This is an optimization exercise on Yosys and OpenROAD, whose aim is small area, not a production implementation.
Only simulation tests tie the RTL to the original design; equivalence was not proved.
Power and IR drop assume default switching activity.

===== flow/design.v =====
package icache_pkg;
	localparam int BUNDLES = 4;
	localparam int BEAT_W = 2;
	localparam int SETS = 16;
	localparam int SET_W = 4;
	localparam int WAYS = 2;
	localparam int WAY_W = 1;
	localparam int SLOTS = 4;
	localparam int SLOT_W = 2;
	localparam int TAGQ_DEPTH = 16;
	localparam int TAGQ_W = 4;
	localparam int LFSR_W = 17;
	localparam logic [LFSR_W-1:0] LFSR_SEED = 17'h1ACE5;
	typedef logic [31:0] addr_t;
	typedef logic [31:0] word_t;
	typedef logic [BUNDLES*32-1:0] line_data_t;
	typedef logic [23:0] tag_t;
	typedef logic [27:0] line_addr_t;
endpackage
module icache_refill_top (
	input  logic              clk,
	input  logic              rst,
	input  logic              fetch_valid,
	input  icache_pkg::addr_t fetch_addr,
	output logic              fetch_ready,
	output logic              resp_valid,
	output logic              resp_hit,
	output icache_pkg::word_t resp_data,
	output icache_pkg::addr_t araddr,
	output logic [2:0]        arprot,
	output logic              arvalid,
	input  logic              arready,
	input  icache_pkg::word_t rdata,
	input  logic [1:0]        rresp,
	input  logic              rvalid,
	output logic              rready
);
	localparam int SETS = icache_pkg::SETS;
	localparam int ENT_W = 24 + icache_pkg::BUNDLES * 32;
	logic [SETS-1:0] vld0, vld1;
	logic [ENT_W-1:0] row0 [SETS];
	logic [ENT_W-1:0] row1 [SETS];
	logic [1:0] ph;
	logic [SETS-1:0] ld, ld_n;
	logic pol0, pol1, wpol;
	logic [ENT_W-1:0] wr_ent;
	logic lk_valid;
	logic [31:2] lk_addr;
	logic [3:0] lk_set;
	logic [SETS-1:0] set_oh;
	logic [23:0] rtag0, rtag1, x0, x1;
	logic rvld0, rvld1;
	logic hit0, hit1, lk_hit;
	logic [SETS*icache_pkg::BUNDLES-1:0] bsel;
	icache_pkg::word_t rd0, rd1;
	icache_pkg::line_addr_t fq_line [icache_pkg::SLOTS];
	logic [icache_pkg::SLOTS-1:0] busy;
	logic [2:0] wp;      
	logic [2:0] ap;      
	logic [1:0] ar_beat;
	logic [2:0] rp;      
	logic [1:0] r_beat;
	logic dup_hit, alloc;
	logic ar_fire, ar_last, take, complete;
	icache_pkg::word_t lb0, lb1, lb2, lb3, lb0h;
	logic done_q;
	logic [1:0] wr_slot;
	icache_pkg::line_addr_t wr_line;
	logic [3:0] cur_set;
	logic ld_now, ld_next;
	logic [icache_pkg::LFSR_W-1:0] lfsr;
	assign arprot = 3'b100;
	assign rready = 1'b1;
	assign fetch_ready = !done_q;
	always_ff @(posedge clk) begin
		if (rst) begin
			lk_valid <= 1'b0;
		end else begin
			lk_valid <= fetch_valid && !done_q;
		end
	end
	always_ff @(posedge clk) begin
		lk_addr <= fetch_addr[31:2];
	end
	assign lk_set = lk_addr[7:4];
	assign pol0 = ph[1];
	assign pol1 = !(ph[1] ^ ph[0]);
	always_comb begin
		for (int i = 0; i < SETS; i++) begin
			set_oh[i] = lk_set == i[3:0];
		end
	end
	always_comb begin
		rtag0 = '0;
		rtag1 = '0;
		rvld0 = 1'b0;
		rvld1 = 1'b0;
		for (int i = 0; i < SETS; i++) begin
			rtag0 = rtag0 | (row0[i][ENT_W-1 -: 24] & {24{set_oh[i]}});
			rtag1 = rtag1 | (row1[i][ENT_W-1 -: 24] & {24{set_oh[i]}});
			rvld0 = rvld0 | (vld0[i] & set_oh[i]);
			rvld1 = rvld1 | (vld1[i] & set_oh[i]);
		end
	end
	assign x0 = rtag0 ^ lk_addr[31:8];
	assign x1 = rtag1 ^ lk_addr[31:8];
	assign hit0 = rvld0 && (pol0 ? &x0 : !(|x0));
	assign hit1 = rvld1 && (pol1 ? &x1 : !(|x1));
	assign lk_hit = hit0 || hit1;
	always_comb begin
		for (int i = 0; i < SETS * icache_pkg::BUNDLES; i++) begin
			bsel[i] = lk_addr[7:2] == i[5:0];
		end
	end
	always_comb begin
		rd0 = '0;
		rd1 = '0;
		for (int i = 0; i < SETS * icache_pkg::BUNDLES; i++) begin
			rd0 = rd0 | (row0[i / 4][(i % 4)*32 +: 32] & {32{bsel[i]}});
			rd1 = rd1 | (row1[i / 4][(i % 4)*32 +: 32] & {32{bsel[i]}});
		end
	end
	assign resp_valid = lk_valid;
	assign resp_hit = lk_hit;
	assign resp_data = hit1 ? rd1 ^ {32{pol1}} : rd0 ^ {32{pol0}};
	always_comb begin
		dup_hit = 1'b0;
		for (int s = 0; s < icache_pkg::SLOTS; s++) begin
			if (busy[s] && fq_line[s] == lk_addr[31:4]) begin
				dup_hit = 1'b1;
			end
		end
	end
	assign alloc = lk_valid && !lk_hit && !dup_hit && !(&busy);
	always_ff @(posedge clk) begin
		if (alloc) begin
			fq_line[wp[1:0]] <= lk_addr[31:4];
		end
	end
	assign arvalid = ap != wp;
	assign araddr = {fq_line[ap[1:0]], ar_beat, 2'b00};
	assign ar_fire = arvalid && arready;
	assign ar_last = ar_fire && ar_beat == 2'd3;
	assign take = rvalid && {ap, ar_beat} != {rp, r_beat};
	assign complete = take && r_beat == 2'd3;
	assign wr_slot = rp[1:0] - 2'd1;
	always_ff @(posedge clk) begin
		if (rst) begin
			busy <= '0;
			wp <= '0;
			ap <= '0;
			ar_beat <= '0;
			rp <= '0;
			r_beat <= '0;
			done_q <= 1'b0;
			lfsr <= icache_pkg::LFSR_SEED;
		end else begin
			lfsr <= {lfsr[icache_pkg::LFSR_W-2:0], lfsr[icache_pkg::LFSR_W-1] ^ lfsr[icache_pkg::LFSR_W-4]};
			if (done_q) begin
				busy[wr_slot] <= 1'b0;
			end
			if (alloc) begin
				busy[wp[1:0]] <= 1'b1;
				wp <= wp + 3'd1;
			end
			if (ar_fire) begin
				ar_beat <= ar_beat + 2'd1;
			end
			if (ar_last) begin
				ap <= ap + 3'd1;
			end
			if (take) begin
				r_beat <= r_beat + 2'd1;
			end
			if (complete) begin
				rp <= rp + 3'd1;
			end
			done_q <= complete;
		end
	end
	always_ff @(posedge clk) begin
		if (take && r_beat == 2'd0) lb0 <= rdata;
		if (take && r_beat == 2'd1) lb1 <= rdata;
		if (take && r_beat == 2'd2) lb2 <= rdata;
		if (take && r_beat == 2'd3) lb3 <= rdata;
		lb0h <= lb0;
	end
	assign wr_line = fq_line[wr_slot];
	assign cur_set = fq_line[rp[1:0]][3:0];
	assign ld_now = complete && lfsr[0] == ph[0];
	assign ld_next = done_q && lfsr[1] == ph[0];
	always_ff @(posedge clk) begin
		if (rst) begin
			ph <= '0;
			ld <= '0;
			ld_n <= '1;
		end else begin
			ph <= ph + 2'd1;
			for (int s = 0; s < SETS; s++) begin
				ld[s] <= (ld_now && cur_set == s[3:0]) || (ld_next && wr_line[3:0] == s[3:0]);
				ld_n[s] <= !((ld_now && cur_set == s[3:0]) || (ld_next && wr_line[3:0] == s[3:0]));
			end
		end
	end
	assign wpol = !(ph[1] ^ ph[0]);
	assign wr_ent = {wr_line[27:4], lb3, lb2, lb1, lb0h} ^ {ENT_W{wpol}};
	always_ff @(posedge clk) begin
		for (int s = 0; s < SETS; s++) begin
			if (rst) begin
				vld0[s] <= 1'b0;
				vld1[s] <= 1'b0;
			end else begin
				vld0[s] <= ld[s] || vld1[s];
				vld1[s] <= vld0[s];
			end
		end
	end
	always_ff @(posedge clk) begin
		for (int s = 0; s < SETS; s++) begin
			row0[s] <= ~((row1[s] | {ENT_W{ld[s]}}) & (wr_ent | {ENT_W{ld_n[s]}}));
			row1[s] <= row0[s];
		end
	end
endmodule

===== flow/run.sh =====
#!/bin/bash
# synth_recipe.tcl (not shown) runs the flow's synth.tcl, then flattens the netlist and writes it again
# the make line also repeats each setting of config.mk as NAME=value (left out here)
make -C /OpenROAD-flow-scripts/flow DESIGN_CONFIG=/design/flow/config.mk WORK_HOME=/design/flow/orfs CLKGATE_MAP_FILE= SYNTH_SCRIPT=/design/flow/synth_recipe.tcl finish

===== flow/config.mk =====
export PLATFORM = sky130hd
export DESIGN_NAME = icache_refill_top
export DESIGN_NICKNAME = icache_refill_top
export VERILOG_FILES = /design/flow/design.v
export SDC_FILE = /design/flow/constraint.sdc
export NUM_CORES = 4
export LEC_CHECK = 0
export CAP_MARGIN = 20
export CORE_MARGIN = 2
export CORE_UTILIZATION = 55
export CTS_BUF_LIST = sky130_fd_sc_hd__clkbuf_16
export CTS_CLUSTER_DIAMETER = 80
export CTS_CLUSTER_SIZE = 24
export SLEW_MARGIN = 20

===== flow/constraint.sdc =====
create_clock -name core_clock -period 10.0 [get_ports {clk}]
set_input_delay 2.0000 -clock core_clock [delete_from_list [all_inputs] [get_ports {clk}]]
set_output_delay 2.0000 -clock core_clock [all_outputs]
set_load 0.01 [all_outputs]

==> results of run 1 <==
[cells in the mapped netlist (24+ instances only)]
library cell  instances
a221oi_1            992
mux2_2               48
a21oi_1              34
mux4_2               80
a22o_1              979
a32oi_1              24
xnor2_1             255
or2_2                24
inv_1                36
nor2_1              105
o21ai_0              30
edfxtp_1            240
nand2_1              75
nor3_1               51
a22oi_1             257
nand4_1             300
buf_4                31
buf_2                91
nor4_1              102
nand3_1              47
clkbuf_1           1069
dfxtp_1            5032
o22ai_1            2473
buf_6                24
xor2_1              118
nor2b_1              46
buf_1                79
mux2i_1             120
[sequential cells by signal (all words and copies together), names as in the netlist, 3 cells and up, named ones only]
signal / flops
busy: 4
lb0: 32
lb2: 32
fq_line: 112
vld0: 16
lb1: 32
rp: 3
lb3: 32
lfsr: 17
row0: 2432
lb0h: 32
vld1: 16
lk_addr: 30
ap: 3
row1: 2432
ld_n: 16
ld: 16
wp: 3
[power by group through the flow]
stage                     clock [uW]  combinational (uW)  sequential (uW)
after CTS                      11200                2390            21600
after detailed placement           0                2380            22100
after global routing           11900                2510            21700
after floorplan                    0                1270            22000
after global placement             0                2390            22100
final                          11300                2510            21700
[stage by stage]
step / total power, uW / utilization, % / setup WS, ps / std cells / instance area, um2
after floorplan: 23300 / - / 4570 / 13099 / 162000
after global placement: 24500 / 57.4 / 1580 / 16387 / 169000
after detailed placement: 24500 / 57.5 / 1620 / 16389 / 169000
after CTS: 35200 / 59.7 / 545 / 16712 / 175000
after global routing: 36100 / 59.7 / 328 / 16717 / 175000
final: 35500 / 59.8 / 90.1 / 16741 / 176000
[metal layers]
layer,vias up,GRT usage [%],wire [um]
met2,13165,67.9,304000
met1,66732,62.5,271000
met4,18,28.7,54900
li1,50449,-,-
met5,-,0,126
met3,3170,15.4,111000
[path summary, 6_finish.rpt]
kind              start             end  slack, ps
min          row0[7][7]      row1[7][7]        320
max reg2reg  lk_addr[6]  fq_line[1][26]       3520
max          lk_addr[6]   resp_data[19]         90
min reg2reg  row0[7][7]      row1[7][7]        320
[cells in the final DEF, fill, tap and decap left out, types with 25 or more instances in the layout]
cell type | Yosys | routed
dfxtp_1 | 5032 | 4992
o22ai_1 | 2473 | 2473
a221oi_1 | 992 | 992
a22o_1 | 979 | 979
buf_4 | 31 | 465
nand4_1 | 300 | 300
a22oi_1 | 257 | 257
clkbuf_16 | 0 | 249
xnor2_1 | 255 | 247
edfxtp_1 | 240 | 240
clkdlybuf4s50_1 | 0 | 131
mux2i_1 | 120 | 120
xor2_1 | 118 | 117
nor4_1 | 102 | 102
inv_1 | 36 | 92
nor2_1 | 105 | 80
mux4_2 | 80 | 80
nand2_1 | 75 | 75
buf_12 | 0 | 70
mux2_2 | 48 | 48
nand3_1 | 47 | 47
nor2b_1 | 46 | 40
dfxtp_4 | 0 | 39
a21oi_1 | 34 | 34
o21ai_0 | 30 | 30
nor3_2 | 9 | 30
diode_2 | 0 | 28
nor2_4 | 0 | 25
[critical path, delay by kind of cell, from the launching register on]
kind,cells,cell delay (ps)
flops,1,910
mux,1,400
buf+inv,3,1750
compound gates,4,2130
xor+xnor,1,570
simple gates,3,1060
[final cells by class]
class	count	area [um2]
Inverter	37	141
Fill cell	23526	118000
Timing Repair Buffer	668	6260
Antenna cell	28	70.1
Clock inverter	74	404
Sequential cell	5272	108000
Clock buffer	249	6230
Multi-Input combinational cell	6494	49500
Tap cell	3919	4900
[kinds of logic after synthesis]
group,count (synthesis),share of synthesized area (%)
flops,5272,66.5
compound gates,4930,22.4
buf+inv,1333,3.34
simple gates,912,3.32
xor+xnor,373,2.01
mux,256,2.25
fa+ha+maj,17,0.131
other cells,2,0.00463
==> flow_summary.json, run 1 <==
{
  "arrival_ps": 7910,
  "root_buffer": "clkbuf_16",
  "clk_latency_ps": 1010,
  "cts_setup_buffers": 0,
  "pwr-share-clk_pct": 31.8,
  "chipWidth_um": 547,
  "grt_use_total_pct": 47.5,
  "worst_ep_required_time_ps": 8000,
  "maxCapViolCount": 0,
  "overflow": 0,
  "dp_hpwl_um": 406000,
  "synth-seq-area-share_pct": 66.5,
  "start_util_pct": 55.2,
  "cts_sinks": 5272,
  "fin_crit_sh_pct": 99.1,
  "antenna_found_initial": 28,
  "async_flop_share_pct": 0,
  "vias": 133534,
  "vdd_drop_max_uv": 169,
  "wl_per_cell_um": 44.3,
  "fin_crit_ps": 9910,
  "die_area_mm2": 0.299,
  "cp_slowest_cell": "dfxtp_4",
  "yosysTopAreaCell": "dfxtp_1",
  "worstPathCellList": "buf_4 > nand2b_1 > o22ai_1 > o31ai_1 > a222oi_1 > and4_1 > nand4_1 > o31a_2 > buf_4 > mux2i_1 > xor2_1 > clkdlybuf4s50_1",
  "drc_errors": 0,
  "crit_fanout": 50,
  "grt_max_degree": 104,
  "wirelength_um": 741000,
  "syn-mean-instance-area_um2": 12.4,
  "syn_inst": 13095,
  "hold_depth": 0,
  "fmax_mhz": 101,
  "tightest_slew_ps": 1260,
  "p_comb_share_pct": 7.1,
  "worstSetupStartpointType": "flop",
  "avgViaCountPerCell": 7.98,
  "grt_pass1_vias": 127667,
  "place_congestion": 0.977,
  "p_int_uw": 26700,
  "relSlewSlack_pct": 15.7,
  "detail-route-antenna-nets": 0,
  "clockBufferDepth": 4,
  "final-setup-viol-count": 0,
  "p_per_area_mw_per_mm2": 202,
  "num_rows": 199,
  "cpPeakStageDelay_ps": 910,
  "drt_iter0_drc": 24909,
  "worstSetupEndpointType": "output port",
  "seqPwrFrac_pct": 61.1,
  "area_delta_synth_final_pct": 8.17,
  "boundaryPins": 143,
  "p_leak_uw": 0.0643,
  "min_path_type": "reg2reg",
  "status": "no timing/DRC/antenna violations",
  "post_cts_resized": 0,
  "hold_violations": 0,
  "portBuffers": 132,
  "cts_buffers": 244,
  "path_clk_slew_ps": 100,
  "core_mm2": 0.294,
  "synth_area_mm2": 0.162,
  "htree_num_levels": 4,
  "first_pass_iters": 19,
  "layout-drive-gt1-share_pct": 8.64,
  "ys_types": 92,
  "cpMostUsedCell": "buf_4",
  "reg2regPathDepth": 12,
  "synth_top_area_share_pct": 62.1,
  "die_y_um": 547,
  "synthTopCellsByArea": "dfxtp_1, o22ai_1, a221oi_1",
  "hold_buffers": 0,
  "nNetsFinal": 12805,
  "whs_ps": 322,
  "p_sw_share_pct": 24.6,
  "drv_slew": 0,
  "synth_edf_count": 240,
  "switching_power_uw": 8730,
  "tns_ps": 0,
  "synth_ff_type": "dfxtp_1",
  "grt_pass1_wl_um": 1010000,
  "tritoncts": "yes",
  "ys_ff_latch": 5272,
  "grt_setup_unrepaired": "no",
  "path_class": "reg2out",
  "yosysWarnings": 3,
  "clock_skew_ps": 51.7
}
==> run 2, diff against run 1 <==
--- a/flow/config.mk
+++ b/flow/config.mk
@@ -5,10 +5,10 @@
 export SDC_FILE = /design/flow/constraint.sdc
 export NUM_CORES = 4
 export LEC_CHECK = 0
-export CAP_MARGIN = 20
+export CAP_MARGIN = 10
 export CORE_MARGIN = 2
-export CORE_UTILIZATION = 55
+export CORE_UTILIZATION = 45
 export CTS_BUF_LIST = sky130_fd_sc_hd__clkbuf_16
 export CTS_CLUSTER_DIAMETER = 80
 export CTS_CLUSTER_SIZE = 24
-export SLEW_MARGIN = 20
+export SLEW_MARGIN = 10
==> flow_summary.json, run 2 <==
{
  "drv_slew": 0,
  "crit_fanout": 40,
  "syn_inst": 13095,
  "drt_iter0_drc": 24865,
  "grt_pass1_wl_um": 1010000,
  "place_congestion": 0.961,
  "maxCapViolCount": 0,
  "final_common_cell": "dfxtp_1",
  "grt_pass1_vias": 128392,
  "cts_buffers": 244,
  "utilization_pct": 49.1,
  "post_cts_resized": 0,
  "p_leak_uw": 0.0641,
  "tns_ps": -449,
  "die_y_um": 605,
  "boundaryPins": 143,
  "p_per_area_mw_per_mm2": 201,
  "hold_violations": 0,
  "grt_setup_unrepaired": "no",
  "worstPathCellList": "buf_4 > nand3b_1 > o2bb2ai_1 > or4_1 > o31ai_1 > a222oi_1 > and4_1 > nand4_1 > o31a_2 > buf_12 > mux2i_1 > xnor2_1 > clkdlybuf4s50_1",
  "worstSetupEndpointType": "output port",
  "worst_ep_required_time_ps": 8000,
  "yosysMostFrequentCell": "dfxtp_1",
  "root_buffer": "clkbuf_16",
  "tightest_slew_ps": 1460,
  "num_rows": 220,
  "drc_errors": 0,
  "grt_use_total_pct": 38.7,
  "layout_common_cells": "dfxtp_1, o22ai_1, a221oi_1",
  "synth_top_area_share_pct": 62.1,
  "place_inst": 17198,
  "clockBufferDepth": 4,
  "hold_buffers": 0,
  "fin_crit_sh_pct": 102,
  "status": "failed layout checks",
  "synth_edf_count": 240,
  "cp_slowest_cell": "mux2i_1",
  "synth_top_cells_by_count": "dfxtp_1, o22ai_1, clkbuf_1",
  "synth-seq-area-share_pct": 66.5,
  "nFillCells": 31292,
  "fin_area_mm2": 0.176,
  "p_sw_share_pct": 24.7,
  "yosysWarnings": 3,
  "whs_ps": 302,
  "p_int_uw": 26700,
  "wl_per_cell_um": 42.2,
  "clock_skew_ps": 107,
  "so_faults": "setup timing",
  "setup_slack_ps": -176,
  "area_delta_synth_final_pct": 8.65,
  "cts_sinks": 5272,
  "cts_setup_buffers": 0,
  "tritoncts": "yes",
  "nNetsFinal": 12762,
  "relSlewSlack_pct": 2.60,
  "detail-route-antenna-nets": 0,
  "async_flop_share_pct": 0,
  "min_path_type": "reg2reg",
  "ys_ff_latch": 5272,
  "first_pass_iters": 10,
  "htree_num_levels": 4,
  "cpPeakStageDelay_ps": 1000,
  "avgViaCountPerCell": 7.60,
  "vdd_drop_max_uv": 193,
  "syn-mean-instance-area_um2": 12.4,
  "ys_types": 92,
  "worstSetupStartpointType": "flop",
  "antenna_found_initial": 30,
  "instances_no_fill": 17545,
  "portBuffers": 132,
  "layout-drive-gt1-share_pct": 8.42,
  "final-setup-viol-count": 4,
  "wirelength_um": 740000,
  "grt_max_degree": 112,
  "overflow": 0,
  "start_util_pct": 45.2,
  "post_dp_cell_area_mm2": 0.170,
  "dp_hpwl_um": 401000,
  "path_class": "reg2out",
  "switching_power_uw": 8750,
  "yosysTopAreaCell": "dfxtp_1",
  "synth_area_mm2": 0.162,
  "chipWidth_um": 605,
  "seqPwrFrac_pct": 61.2,
  "p_comb_share_pct": 7.0,
  "synthTopCellsByArea": "dfxtp_1, o22ai_1, a221oi_1",
  "pwr-share-clk_pct": 31.8,
  "vias": 133287,
  "path_clk_slew_ps": 100,
  "synth_ff_type": "dfxtp_1",
  "die_area_mm2": 0.365,
  "arrival_ps": 8180,
  "core_mm2": 0.359,
  "clk_latency_ps": 1050,
  "fmax_mhz": 98.3,
  "fin_crit_ps": 10180
}
[run 2: changes by cell type in the layout (fill, tap and decap cells not counted), moves of 3 or more]
cell and delta:
buf_12 +4, buf_4 -48, clkbuf_16 -5, diode_2 -4, inv_1 -3, xnor2_1 -4
xnor2_2 +4
[run 2: final timing paths]
path / cells past startpoint / startpoint / slack [ps] / endpoint
max reg2reg: 12 / lk_addr[4] / 3770 / fq_line[2][21]
max: 13 / lk_addr[5] / -180 / resp_data[12]
min reg2reg: 0 / row0[10][103] / 300 / row1[10][103]
min: 0 / row0[10][103] / 300 / row1[10][103]
[run 2: layout make-up]
class	instances	area [um2]	share of cell area, %
diodes	24	60.1	0.0341
clock buffers	244	6110	3.46
clock inverters	76	480	0.272
inverters	37	141	0.0802
multi-input cells	6494	49500	28.1
flip-flops and latches	5272	108000	61.3
well taps	4773	5970	3.39
repair buffers	625	5980	3.39
[run 2: critical path: cells and delay by family, from the launching register on]
kind / cells / cell delay, ps
buf+inv: 3 / 1440
simple gates: 4 / 1690
flops: 1 / 940
compound gates: 4 / 1780
xor+xnor: 1 / 200
mux: 1 / 1000
[run 2: kinds of logic after synthesis]
group / after synthesis / synth area share, %
flops: 5272 / 66.5
compound gates: 4930 / 22.4
buf+inv: 1333 / 3.34
simple gates: 912 / 3.32
xor+xnor: 373 / 2.01
mux: 256 / 2.25
fa+ha+maj: 17 / 0.131
other cells: 2 / 0.00463
[run 2: per-stage QoR]
step                      power [uW]  setup WS, ps
final                          35400          -176
after global routing           36100          90.8
after global placement         24500          1480
after CTS                      35200           370
after floorplan                23300          4570
after detailed placement       24500          1430
[run 2: power by group through the flow]
stage          clock network, uW  logic, uW  registers, uW
2_1_floorplan                  0       1270          22000
3_3_place_gp                   0       2380          22100
3_5_place_dp                   0       2380          22100
4_1_cts                    11100       2390          21600
5_1_grt                    11900       2500          21700
6_report                   11300       2490          21700
[run 2: layer usage]
layer / track usage [%] / part of all wire (%) / vias to the layer above
met5: 0 / 0.019 / -
met4: 24.8 / 8.0 / 16
met3: 12.4 / 15 / 3350
met2: 55.7 / 41 / 13471
met1: 49.9 / 36 / 66076
li1: - / - / 50374
==> run 3, diff against run 2 <==
--- a/flow/design.v
+++ b/flow/design.v
@@ -81,15 +81,13 @@
 	end
 	always_ff @(posedge clk) begin
 		lk_addr <= fetch_addr[31:2];
+		for (int i = 0; i < SETS; i++) begin
+			set_oh[i] <= fetch_addr[7:4] == i[3:0];
+		end
 	end
 	assign lk_set = lk_addr[7:4];
 	assign pol0 = ph[1];
 	assign pol1 = !(ph[1] ^ ph[0]);
-	always_comb begin
-		for (int i = 0; i < SETS; i++) begin
-			set_oh[i] = lk_set == i[3:0];
-		end
-	end
 	always_comb begin
 		rtag0 = '0;
 		rtag1 = '0;
--- a/flow/config.mk
+++ b/flow/config.mk
@@ -5,10 +5,10 @@
 export SDC_FILE = /design/flow/constraint.sdc
 export NUM_CORES = 4
 export LEC_CHECK = 0
-export CAP_MARGIN = 10
+export CAP_MARGIN = 20
 export CORE_MARGIN = 2
-export CORE_UTILIZATION = 45
+export CORE_UTILIZATION = 55
 export CTS_BUF_LIST = sky130_fd_sc_hd__clkbuf_16
 export CTS_CLUSTER_DIAMETER = 80
 export CTS_CLUSTER_SIZE = 24
-export SLEW_MARGIN = 10
+export SLEW_MARGIN = 20
==> flow_summary.json, run 3 <==
{
  "status": "no timing/DRC/antenna violations",
  "vdd_drop_max_uv": 179,
  "portBuffers": 132,
  "cpLargestDelayFamily": "buffers and inverters",
  "die_area_mm2": 0.298,
  "layout-drive-gt1-share_pct": 7.11,
  "tightest_slew_ps": 1300,
  "htree_num_levels": 4,
  "avgViaCountPerCell": 7.60,
  "worst_ep_required_time_ps": 8000,
  "yosysMostFrequentCell": "dfxtp_1",
  "grt_pass1_vias": 126135,
  "crit_fanout": 30,
  "core_mm2": 0.292,
  "cts_buffers": 244,
  "min_path_type": "reg2reg",
  "detail-route-antenna-nets": 0,
  "root_buffer": "clkbuf_16",
  "boundaryPins": 143,
  "syn-mean-instance-area_um2": 11.9,
  "worstSetupStartpointType": "flop",
  "synth_ff_type": "dfxtp_1",
  "async_flop_share_pct": 0,
  "clockBufferDepth": 4,
  "yosysTopAreaCell": "dfxtp_1",
  "ys_ff_latch": 5288,
  "worstHoldStart": "row0[11][119]",
  "p_total_uw": 35900,
  "drc_errors": 0,
  "grt_pass1_wl_um": 974000,
  "synth_top_area_share_pct": 62.6,
  "yosysWarnings": 3,
  "antenna_found_initial": 27,
  "grt_setup_unrepaired": "no",
  "startpoint": "lk_addr[7]",
  "fin_crit_ps": 9280,
  "critPathBufInv": 3,
  "vias": 130567,
  "maxCapViolCount": 0,
  "area_delta_synth_final_pct": 7.52,
  "cts_setup_buffers": 0,
  "layout_common_cells": "dfxtp_1, o22ai_1, a22oi_1",
  "hold_violations": 0,
  "wirelength_um": 708000,
  "cts_sinks": 5288,
  "path_class": "reg2out",
  "path_clk_slew_ps": 100,
  "synth_top_cells_by_count": "dfxtp_1, o22ai_1, a22oi_1",
  "final_common_cell": "dfxtp_1",
  "dp_hpwl_um": 386000,
  "utilization_pct": 59.5,
  "p_per_area_mw_per_mm2": 207,
  "place_congestion": 0.939,
  "synth_edf_count": 240,
  "fmax_mhz": 108,
  "nFillCells": 23975,
  "ys_types": 59,
  "grt_max_degree": 106,
  "p_leak_uw": 0.0646,
  "final-setup-viol-count": 0,
  "dp_slack_ps": 2230,
  "post_cts_resized": 0,
  "fin_crit_sh_pct": 92.8,
  "arrival_ps": 7280,
  "cpPeakStageDelay_ps": 1060,
  "first_pass_iters": 9,
  "die_y_um": 546,
  "chipWidth_um": 546,
  "cp_slowest_cell": "dfxtp_1",
  "tns_ps": 0,
  "grt_use_total_pct": 45.4,
  "synth_area_mm2": 0.161,
  "r2r_start": "set_oh[10]",
  "setup_slack_ps": 723,
  "worstSetupEndpointType": "output port",
  "worstPathCellList": "nand2b_2 > buf_4 > nor2_4 > buf_4 > a22oi_1 > nand2_1 > nor3_1 > nand3_1 > xnor2_1 > mux2i_1 > xnor2_1 > clkdlybuf4s50_1",
  "relSlewSlack_pct": 13.5,
  "drv_slew": 0,
  "num_rows": 198,
  "clk_latency_ps": 1000,
  "overflow": 0,
  "start_util_pct": 55.4,
  "syn_inst": 13610,
  "clock_skew_ps": 51.4,
  "drt_iter0_drc": 23299,
  "wl_per_cell_um": 41.2,
  "tritoncts": "yes",
  "synth-seq-area-share_pct": 67.1,
  "synthTopCellsByArea": "dfxtp_1, a22oi_1, o22ai_1",
  "nNetsFinal": 13266,
  "hold_buffers": 0
}
==> run 3: cells by family (layout without fill, tap and decap cells) <==
kind of cell	Yosys count	in the layout	share of synthesized area, %
buffers and inverters	1294	934	3.34
and+or+nand+nor	1609	1609	4.95
DFF	5288	5288	67.1
adders and majority gates	17	17	0.132
muxes	95	95	1.06
xor gates and xnor gates	395	395	2.14
AOI/OAI and AO/OA	4910	4910	21.3
other	2	26	0.00465
==> run 3: path summary, 6_finish.rpt <==
check                           slack, ps  depth (start not counted)              to
worst min-delay path                  320                          0   row1[11][119]
worst max-delay path                  720                         12    resp_data[5]
worst min register to register        320                          0   row1[11][119]
worst max register to register       5310                         11  fq_line[2][11]
==> run 3: area by class of cell <==
class	count	area (um2)	share of cell area [%]
clock buffers	246	6160	3.55
repair buffers	585	5290	3.05
multi-input cells	7032	48300	27.8
inverters	27	104	0.0598
diodes	20	50.0	0.0288
clock inverters	76	380	0.219
flip-flops and latches	5288	108000	62.5
well taps	3900	4880	2.81
==> run 3: per-layer routing <==
layer	GRT usage (%)	vias up	share of wire (%)
met1	60.1	65054	37
met2	65.4	11860	41
met4	27.3	12	7.3
met5	0	-	0.012
met3	13.6	2694	14
li1	-	50947	-
==> run 3: power by group <==
part	switching (uW)	internal (uW)	leakage (uW)
sequential	474	21900	0.0457
clock	6740	4440	0.00344
combinational	1600	725	0.0155
==> run 3: per-stage QoR <==
step                hold slack, ps  cell area [um2]  std cells
finish                         318           174000      17174
global route                   326           174000      17166
CTS                            321           173000      17150
detailed placement             327           167000      16828
global placement               324           167000      16826
floorplan                      323           161000      13614
==> run 4, diff against run 3 <==
--- a/flow/config.mk
+++ b/flow/config.mk
@@ -9,6 +9,6 @@
 export CORE_MARGIN = 2
 export CORE_UTILIZATION = 55
 export CTS_BUF_LIST = sky130_fd_sc_hd__clkbuf_16
-export CTS_CLUSTER_DIAMETER = 80
-export CTS_CLUSTER_SIZE = 24
+export CTS_CLUSTER_DIAMETER = 90
+export CTS_CLUSTER_SIZE = 27
 export SLEW_MARGIN = 20
==> flow_summary.json, run 4 <==
{
  "syn_inst": 13610,
  "instances_no_fill": 17151,
  "ys_types": 59,
  "core_mm2": 0.292,
  "worstSetupStartpointType": "flop",
  "whs_ps": 332,
  "die_y_um": 546,
  "utilization_pct": 59.3,
  "num_rows": 198,
  "tightest_slew_ps": 1320,
  "drc_errors": 0,
  "r2r_start": "set_oh[10]",
  "root_buffer": "clkbuf_16",
  "synth_top_cells_by_count": "dfxtp_1, o22ai_1, a22oi_1",
  "crit_fanout": 30,
  "drv_slew": 0,
  "die_area_mm2": 0.298,
  "clock_skew_ps": 38.0,
  "nFillCells": 24017,
  "clockBufferDepth": 4,
  "yosysWarnings": 3,
  "cts_sinks": 5288,
  "synth_top_area_share_pct": 62.6,
  "ys_ff_latch": 5288,
  "synth-seq-area-share_pct": 67.1,
  "chipWidth_um": 546,
  "hold_violations": 0,
  "overflow": 0,
  "final_common_cell": "dfxtp_1",
  "clk_latency_ps": 990,
  "arrival_ps": 7190,
  "cts_setup_buffers": 0,
  "path_class": "reg2out",
  "htree_num_levels": 4,
  "yosysTopAreaCell": "dfxtp_1",
  "grt_pass1_vias": 126068,
  "first_pass_iters": 17,
  "yosysMostFrequentCell": "dfxtp_1",
  "reg2reg_slack_ps": 5270,
  "synth_ff_type": "dfxtp_1",
  "grt_pass1_wl_um": 974000,
  "syn-mean-instance-area_um2": 11.9,
  "p_total_uw": 35500,
  "cts_buffers": 219,
  "status": "no timing/DRC/antenna violations",
  "async_flop_share_pct": 0,
  "reg2regPathDepth": 11,
  "grt_use_total_pct": 45.4,
  "tritoncts": "yes",
  "hold_path_end": "row1[8][145]",
  "area_delta_synth_final_pct": 7.19,
  "final-setup-viol-count": 0,
  "antenna_found_initial": 23,
  "start_util_pct": 55.4,
  "post_cts_resized": 0,
  "relSlewSlack_pct": 11.9,
  "vias": 130708,
  "synthTopCellsByArea": "dfxtp_1, a22oi_1, o22ai_1",
  "p_leak_uw": 0.0643,
  "portBuffers": 132,
  "p_per_area_mw_per_mm2": 205,
  "avgViaCountPerCell": 7.62,
  "drt_iter0_drc": 23649,
  "fin_crit_ps": 9190,
  "min_path_type": "reg2reg",
  "path_clk_slew_ps": 110,
  "hold_depth": 0,
  "synth_area_mm2": 0.161,
  "layout_common_cells": "dfxtp_1, o22ai_1, a22oi_1",
  "grt_setup_unrepaired": "no",
  "wirelength_um": 708000,
  "detail-route-antenna-nets": 0,
  "reg2reg_to": "fq_line[2][3]",
  "wl_per_cell_um": 41.3,
  "tns_ps": 0,
  "hold_buffers": 0,
  "boundaryPins": 143,
  "worst_ep_required_time_ps": 8000,
  "dp_hpwl_um": 386000,
  "vdd_drop_max_uv": 190,
  "grt_max_degree": 106,
  "worstHoldStart": "row0[8][145]",
  "nNetsFinal": 13240,
  "fmax_mhz": 109,
  "place_inst": 16828,
  "place_congestion": 0.939,
  "fin_crit_sh_pct": 91.9,
  "maxCapViolCount": 0,
  "layout-drive-gt1-share_pct": 6.94,
  "synth_edf_count": 240,
  "worstSetupEndpointType": "output port"
}
==> run 4: layout make-up <==
class                   instances  area [um2]  area share (%)
diodes                         27        67.6          0.0391
clock buffers                 226        5660            3.27
clock inverters                67         360           0.208
inverters                      27         104          0.0600
multi-input cells            7032       48300            27.9
flip-flops and latches       5288      108000            62.7
well taps                    3900        4880            2.82
repair buffers                584        5260            3.04
==> run 4: critical path, stage by stage, from the launching register on <==
cell             delay, ps
dfxtp_1               1060
nand2b_2               680
buf_4                  420
nor2_4                 740
buf_4                  900
a22oi_1                150
nand2_1                160
nor3_1                  60
nand3_1                 80
xnor2_1                 70
mux2i_1                930
xnor2_1                270
clkdlybuf4s50_1        620
==> run 4: through the flow <==
step	worst slack [ps]	cell area, um2
2_1_floorplan	5340	161000
4_1_cts	1170	173000
3_5_place_dp	2230	167000
6_report	815	173000
3_3_place_gp	2240	167000
5_1_grt	811	173000
==> run 4: cells by family (layout without fill, tap and decap cells) <==
| family | count (synthesis) | after routing | synth area share [%] |
|---|---|---|---|
| adders and majority gates | 17 | 17 | 0.132 |
| muxes | 95 | 95 | 1.06 |
| other | 2 | 33 | 0.00465 |
| xor gates and xnor gates | 395 | 395 | 2.14 |
| buffers and inverters | 1294 | 904 | 3.34 |
| DFF | 5288 | 5288 | 67.1 |
| and+or+nand+nor | 1609 | 1609 | 4.95 |
| AOI/OAI and AO/OA | 4910 | 4910 | 21.3 |
==> run 4: power by group <==
group	internal (uW)	switching [uW]
Sequential	22000	474
Combinational	725	1610
Clock	4140	6640
Total	26800	8720
==> run 4: how the worst max path moves through the flow <==
| stage | start | end | depth (start not counted) |
|---|---|---|---|
| after floorplan | set_oh[4] | resp_data[10] | 11 |
| after global placement | lk_addr[7] | resp_data[5] | 12 |
| after detailed placement | lk_addr[7] | resp_data[5] | 12 |
| after CTS | lk_addr[7] | resp_data[5] | 12 |
| after global routing | lk_addr[7] | resp_data[5] | 12 |
| final | lk_addr[7] | resp_data[5] | 12 |
==> run 4: routing by layer <==
layer / vias to the layer above / wire [um] / part of all wire, % / track usage [%]
met4: 12 / 51300 / 7.2 / 27.3
met1: 65326 / 263000 / 37 / 60.2
met3: 2662 / 102000 / 14 / 13.7
met2: 11788 / 292000 / 41 / 65.3
li1: 50920 / - / - / -
met5: - / 86 / 0.012 / 0.0641
==> run 5, diff against run 4 <==
--- a/flow/config.mk
+++ b/flow/config.mk
@@ -5,10 +5,10 @@
 export SDC_FILE = /design/flow/constraint.sdc
 export NUM_CORES = 4
 export LEC_CHECK = 0
-export CAP_MARGIN = 20
+export CAP_MARGIN = 10
 export CORE_MARGIN = 2
-export CORE_UTILIZATION = 55
+export CORE_UTILIZATION = 45
 export CTS_BUF_LIST = sky130_fd_sc_hd__clkbuf_16
 export CTS_CLUSTER_DIAMETER = 90
 export CTS_CLUSTER_SIZE = 27
-export SLEW_MARGIN = 20
+export SLEW_MARGIN = 10
==> flow_summary.json, run 5 <==
{
  "core_mm2": 0.356,
  "p_leak_uw": 0.0643,
  "dp_hpwl_um": 400000,
  "cts_setup_buffers": 0,
  "reg2regPathDepth": 11,
  "drt_iter0_drc": 22999,
  "wl_per_cell_um": 39.5,
  "synthTopCellsByArea": "dfxtp_1, a22oi_1, o22ai_1",
  "chipWidth_um": 603,
  "grt_pass1_vias": 126536,
  "utilization_pct": 48.8,
  "antenna_found_initial": 25,
  "tightest_slew_ps": 1380,
  "path_clk_slew_ps": 110,
  "cpPeakStageDelay_ps": 1030,
  "final_common_cell": "dfxtp_1",
  "hold_violations": 0,
  "worst_ep_required_time_ps": 8000,
  "status": "no timing/DRC/antenna violations",
  "drc_errors": 0,
  "nFillCells": 31349,
  "fin_crit_ps": 9440,
  "htree_num_levels": 4,
  "cp-endpoint": "resp_data[2]",
  "nNetsFinal": 13251,
  "cts_sinks": 5288,
  "cp.depth": 11,
  "synth_top_cells_by_count": "dfxtp_1, o22ai_1, a22oi_1",
  "die_y_um": 603,
  "register_area_mm2": 0.108,
  "layout_common_cells": "dfxtp_1, o22ai_1, a22oi_1",
  "cts_buffers": 223,
  "fin_crit_sh_pct": 94.4,
  "ys_ff_latch": 5288,
  "synth-seq-area-share_pct": 67.1,
  "first_pass_iters": 9,
  "synth_ff_type": "dfxtp_1",
  "layout-drive-gt1-share_pct": 7.12,
  "grt_max_degree": 98,
  "wirelength_um": 712000,
  "portBuffers": 132,
  "clk_latency_ps": 1060,
  "syn-mean-instance-area_um2": 11.9,
  "boundaryPins": 143,
  "worstSetupStartpointType": "flop",
  "maxCapViolCount": 0,
  "synth_edf_count": 240,
  "post_cts_resized": 0,
  "tns_ps": 0,
  "grt_use_total_pct": 37.3,
  "reg2reg_slack_ps": 4650,
  "avgViaCountPerCell": 7.26,
  "vdd_drop_max_uv": 182,
  "path_class": "reg2out",
  "grt_pass1_wl_um": 979000,
  "area_delta_synth_final_pct": 7.85,
  "detail-route-antenna-nets": 0,
  "arrival_ps": 7440,
  "yosysMostFrequentCell": "dfxtp_1",
  "reg2reg_to": "wp[2]",
  "num_rows": 219,
  "cpMostUsedCell": "nand4_1",
  "critPathBufInv": 3,
  "yosysWarnings": 3,
  "yosysTopAreaCell": "dfxtp_1",
  "cpLargestDelayFamily": "buffers and inverters",
  "cp_slowest_cell": "nor2_4",
  "final-setup-viol-count": 0,
  "overflow": 0,
  "die_area_mm2": 0.363,
  "synth_area_mm2": 0.161,
  "clock_skew_ps": 88.4,
  "grt_setup_unrepaired": "no",
  "min_path_type": "reg2reg",
  "vias": 130845,
  "async_flop_share_pct": 0,
  "ys_types": 59,
  "synth_top_area_share_pct": 62.6,
  "multi_input_area_mm2": 0.0483,
  "syn_inst": 13610,
  "clockBufferDepth": 4,
  "fmax_mhz": 106,
  "hold_buffers": 0,
  "p_per_area_mw_per_mm2": 205,
  "drv_slew": 0,
  "relSlewSlack_pct": 7.48,
  "tritoncts": "yes",
  "root_buffer": "clkbuf_16",
  "start_util_pct": 45.3,
  "crit_fanout": 32,
  "r2r_start": "set_oh[5]",
  "worstSetupEndpointType": "output port",
  "worstPathCellList": "nand4_1 > nor2_4 > buf_4 > buf_4 > a22oi_1 > nand4_1 > nor3_1 > nand4_1 > mux2i_1 > xnor2_1 > clkdlybuf4s50_1",
  "startpoint": "lk_addr[4]",
  "place_congestion": 0.942
}
## run 5: cell counts after synthesis
No cell type changed its count.
## run 5: report_power, final
group / leakage (uW) / switching, uW / internal (uW)
Sequential: 0.0457 / 482 / 22000
Combinational: 0.0155 / 1580 / 719
Clock: 0.00317 / 6790 / 4110
## run 5: worst min path at each step
| stage | cells past startpoint | start | endpoint | slack, ps |
|---|---|---|---|---|
| floorplan | 0 | lb0[0] | lb0h[0] | 320 |
| global placement | 0 | lb0[1] | lb0h[1] | 320 |
| detailed placement | 0 | lb0[21] | lb0h[21] | 330 |
| CTS | 0 | row0[15][81] | row1[15][81] | 290 |
| global route | 0 | row0[15][81] | row1[15][81] | 300 |
| finish | 0 | row0[15][81] | row1[15][81] | 270 |
## run 5: kinds of logic (layout without fill, tap and decap cells)
kind of cell | after synthesis | count (layout) | synth area share [%]
flip-flops | 5288 | 5288 | 67.1
AO/OA/AOI/OAI | 4910 | 4910 | 21.3
AND/OR/NAND/NOR | 1609 | 1609 | 4.95
buffers and inverters | 1294 | 917 | 3.34
XOR/XNOR | 395 | 395 | 2.14
multiplexers | 95 | 95 | 1.06
adder cells (fa/ha/maj) | 17 | 17 | 0.132
other | 2 | 32 | 0.00465
## run 5: final cells by class
cell class	count	area share (%)
antenna	26	0.0374
clock buffer	224	3.22
clock inverter	75	0.275
inverter	27	0.0597
multi-input combinational	7032	27.7
sequential	5288	62.3
tap	4751	3.41
timing repair buffer	591	2.97
## run 5: stage by stage
step / power, uW / hold WS (ps) / setup slack (ps) / instances / area (um2)
after floorplan: 23900 / 323 / 5340 / 13614 / 161000
after global placement: 25100 / 323 / 1920 / 17687 / 168000
after detailed placement: 25100 / 327 / 1930 / 17689 / 168000
after CTS: 35400 / 286 / 840 / 17988 / 174000
after global routing: 36300 / 298 / 769 / 18000 / 174000
final: 35600 / 275 / 564 / 18014 / 174000
## run 5: routing by layer
| metal | global-route usage, % | part of all wire, % | up-vias |
|---|---|---|---|
| met4 | 22.3 | 7.0 | 12 |
| met3 | 11.2 | 14 | 2675 |
| met2 | 54.6 | 42 | 11681 |
| li1 | - | - | 50975 |
| met1 | 48.6 | 37 | 65502 |
| met5 | 0.251 | 0.029 | - |
==> run 6, diff against run 5 <==
--- a/flow/config.mk
+++ b/flow/config.mk
@@ -5,10 +5,10 @@
 export SDC_FILE = /design/flow/constraint.sdc
 export NUM_CORES = 4
 export LEC_CHECK = 0
-export CAP_MARGIN = 10
+export CAP_MARGIN = 5
 export CORE_MARGIN = 2
-export CORE_UTILIZATION = 45
+export CORE_UTILIZATION = 40
 export CTS_BUF_LIST = sky130_fd_sc_hd__clkbuf_16
 export CTS_CLUSTER_DIAMETER = 90
 export CTS_CLUSTER_SIZE = 27
-export SLEW_MARGIN = 10
+export SLEW_MARGIN = 5
==> flow_summary.json, run 6 <==
{
  "boundaryPins": 143,
  "die_y_um": 639,
  "die_area_mm2": 0.409,
  "fmax_mhz": 109,
  "wirelength_um": 699000,
  "clock_skew_ps": 116,
  "pwr-share-clk_pct": 30.7,
  "worstPathCellList": "buf_4 > nand4b_1 > nor2_4 > buf_4 > a22oi_1 > nand4_1 > nor3_1 > nand4_1 > xnor2_1 > mux2i_1 > xnor2_1 > clkdlybuf4s50_1",
  "cts_buffers": 222,
  "fin_crit_ps": 9210,
  "p_per_area_mw_per_mm2": 204,
  "post_dp_cell_area_mm2": 0.169,
  "path_clk_slew_ps": 110,
  "busiest_layer": "met2",
  "startpoint": "lk_addr[5]",
  "hold_buffers": 0,
  "switching_power_uw": 8870,
  "syn_inst": 13610,
  "path_class": "reg2out",
  "first_pass_iters": 7,
  "arrival_ps": 7210,
  "min_path_type": "reg2reg",
  "antenna_found_initial": 24,
  "avgViaCountPerCell": 6.91,
  "async_flop_share_pct": 0,
  "cts_sinks": 5288,
  "seqPwrFrac_pct": 62.8,
  "drc_errors": 0,
  "worst_ep_required_time_ps": 8000,
  "yosysTopAreaCell": "dfxtp_1",
  "vias": 128120,
  "drv_slew": 1,
  "clk_latency_ps": 1030,
  "yosysWarnings": 3,
  "place_inst": 18212,
  "synth-seq-area-share_pct": 67.1,
  "detail-route-antenna-nets": 0,
  "fin_area_mm2": 0.175,
  "grt_use_total_pct": 32.7,
  "dp_slack_ps": 2090,
  "synth_top_area_share_pct": 62.6,
  "tritoncts": "yes",
  "r2r_start": "set_oh[13]",
  "cpLargestDelayFamily": "buffers and inverters",
  "use_met2_pct": 48.4,
  "synth_top_cells_by_count": "dfxtp_1, o22ai_1, a22oi_1",
  "crit_fanout": 34,
  "status": "failed layout checks",
  "relSlewSlack_pct": -0.248,
  "clockBufferDepth": 4,
  "htree_num_levels": 4,
  "ys_ff_latch": 5288,
  "hold_violations": 0,
  "portBuffers": 132,
  "grt_max_degree": 98,
  "layout_common_cells": "dfxtp_1, o22ai_1, a22oi_1",
  "worstSetupStartpointType": "flop",
  "grt_pass1_wl_um": 965000,
  "fin_crit_sh_pct": 92.1,
  "area_delta_synth_final_pct": 8.35,
  "overflow": 0,
  "start_util_pct": 40.1,
  "dp_hpwl_um": 388000,
  "synth_edf_count": 240,
  "grt_pass1_vias": 121334,
  "grt_setup_unrepaired": "no",
  "cpPeakStageDelay_ps": 1130,
  "p_total_uw": 35700,
  "syn-mean-instance-area_um2": 11.9,
  "drt_iter0_drc": 21555,
  "place_congestion": 0.895,
  "cts_setup_buffers": 0,
  "root_buffer": "clkbuf_16",
  "final-setup-viol-count": 0,
  "chipWidth_um": 639,
  "post_cts_resized": 0,
  "num_rows": 233,
  "synthTopCellsByArea": "dfxtp_1, a22oi_1, o22ai_1",
  "nNetsFinal": 13238,
  "critPathBufInv": 3,
  "p_comb_share_pct": 6.5,
  "final_common_cell": "dfxtp_1",
  "use_met3_pct": 8.33,
  "maxCapViolCount": 1,
  "instances_no_fill": 18537,
  "p_int_uw": 26800,
  "vdd_drop_max_uv": 167,
  "setup_slack_ps": 788,
  "p_sw_share_pct": 24.8,
  "tightest_slew_ps": 1470,
  "yosysMostFrequentCell": "dfxtp_1",
  "tns_ps": 0,
  "cp_slowest_cell": "nor2_4",
  "worstHoldStart": "row0[12][91]",
  "so_faults": "capacitance limit, slew limit",
  "p_leak_uw": 0.0644,
  "core_mm2": 0.402,
  "synth_area_mm2": 0.161,
  "use_met1_pct": 44.1,
  "wl_per_cell_um": 37.7,
  "worstSetupEndpointType": "output port",
  "synth_ff_type": "dfxtp_1",
  "layout-drive-gt1-share_pct": 7.04,
  "ys_types": 59
}
[run 6: logic make-up after synthesis]
group | after synthesis | synth area share, %
buf+inv | 1294 | 3.34
compound gates | 4910 | 21.3
xor+xnor | 395 | 2.14
other cells | 2 | 0.00465
simple gates | 1609 | 4.95
flops | 5288 | 67.1
mux | 95 | 1.06
fa+ha+maj | 17 | 0.132
[run 6: final timing paths]
check,end,slack [ps],depth (start not counted)
setup / recovery,resp_data[0],790,12
setup reg to reg,fq_line[2][10],4850,12
hold reg to reg,row1[12][91],280,0
hold / removal,row1[12][91],280,0
[run 6: final cells by class]
class | instances | area, um2
Fill cell | 37597 | 227000
Sequential cell | 5288 | 108000
Multi-Input combinational cell | 7032 | 48300
Tap cell | 5287 | 6620
Clock buffer | 226 | 5660
Timing Repair Buffer | 579 | 5210
Clock inverter | 73 | 510
Inverter | 27 | 104
Antenna cell | 25 | 62.6
[run 6: layer usage]
layer | routed length [um] | up-vias
met4 | 43200 | 10
met1 | 271000 | 64644
met3 | 91100 | 2123
li1 | - | 50964
met2 | 294000 | 10379
met5 | 58 | -
[run 6: worst register-to-register path, cell delays in order (launching register included)]
cell and delay [ps]:
dfxtp_2 890, buf_4 400, a22o_1 180, a221oi_1 50, nand4_1 250, xor2_1 600, nand4_1 170, nor4_1 510
o2bb2ai_4 510, buf_4 590, nor3_2 190, and2_1 220, buf_4 270
[run 6: power groups by stage]
| stage | combinational [uW] | sequential (uW) | clock (uW) |
|---|---|---|---|
| floorplan | 1210 | 22700 | 0 |
| global placement | 2260 | 22800 | 0 |
| detailed placement | 2250 | 22900 | 0 |
| CTS | 2260 | 22400 | 10900 |
| global route | 2360 | 22500 | 11600 |
| finish | 2310 | 22400 | 11000 |
[run 6: per-stage QoR]
step           util, %  hold slack, ps
2_1_floorplan        -             323
3_5_place_dp      41.9             327
6_report          43.5             276
5_1_grt           43.5             300
4_1_cts           43.5             284
3_3_place_gp      41.9             324

[what the ideal ports hide]
How much do the figures lean on ideal ports? The routed layouts below were timed once more, with nothing changed but the port constraints.
Step 1, drivers: a clkbuf_16 drives clk and a buf_2 each remaining input, both assumed.
Step 2 moves the port delays by t, midway between the first and last clock arrival at a register: inputs arrive t later, outputs are due t later. That takes back most of the time a late clock gives input paths.
Slacks: ideal / step 1 / step 2; pairs: ideal / step 1.
run | t, ns | setup slack, ns | hold WS [ns] | worst slew at a driven data input, ns | cell pins on the clock port's net
run 1 | 1.100 | 0.090 / -0.021 / 1.079 | 0.322 / 0.322 / 0.322 | 0.10 | 1
run 2 | 1.100 | -0.176 / -0.287 / 0.813 | 0.302 / 0.302 / 0.302 | 0.28 | 1
run 3 | 1.100 | 0.723 / 0.603 / 1.703 | 0.318 / 0.318 / 0.318 | 0.31 | 1
run 4 | 1.082 | 0.815 / 0.704 / 1.786 | 0.332 / 0.332 / 0.332 | 0.30 | 1
run 5 | 1.129 | 0.564 / 0.447 / 1.576 | 0.275 / 0.275 / 0.275 | 0.24 | 1
run 6 | 1.105 | 0.788 / 0.665 / 1.770 | 0.276 / 0.276 / 0.276 | 0.32 | 1
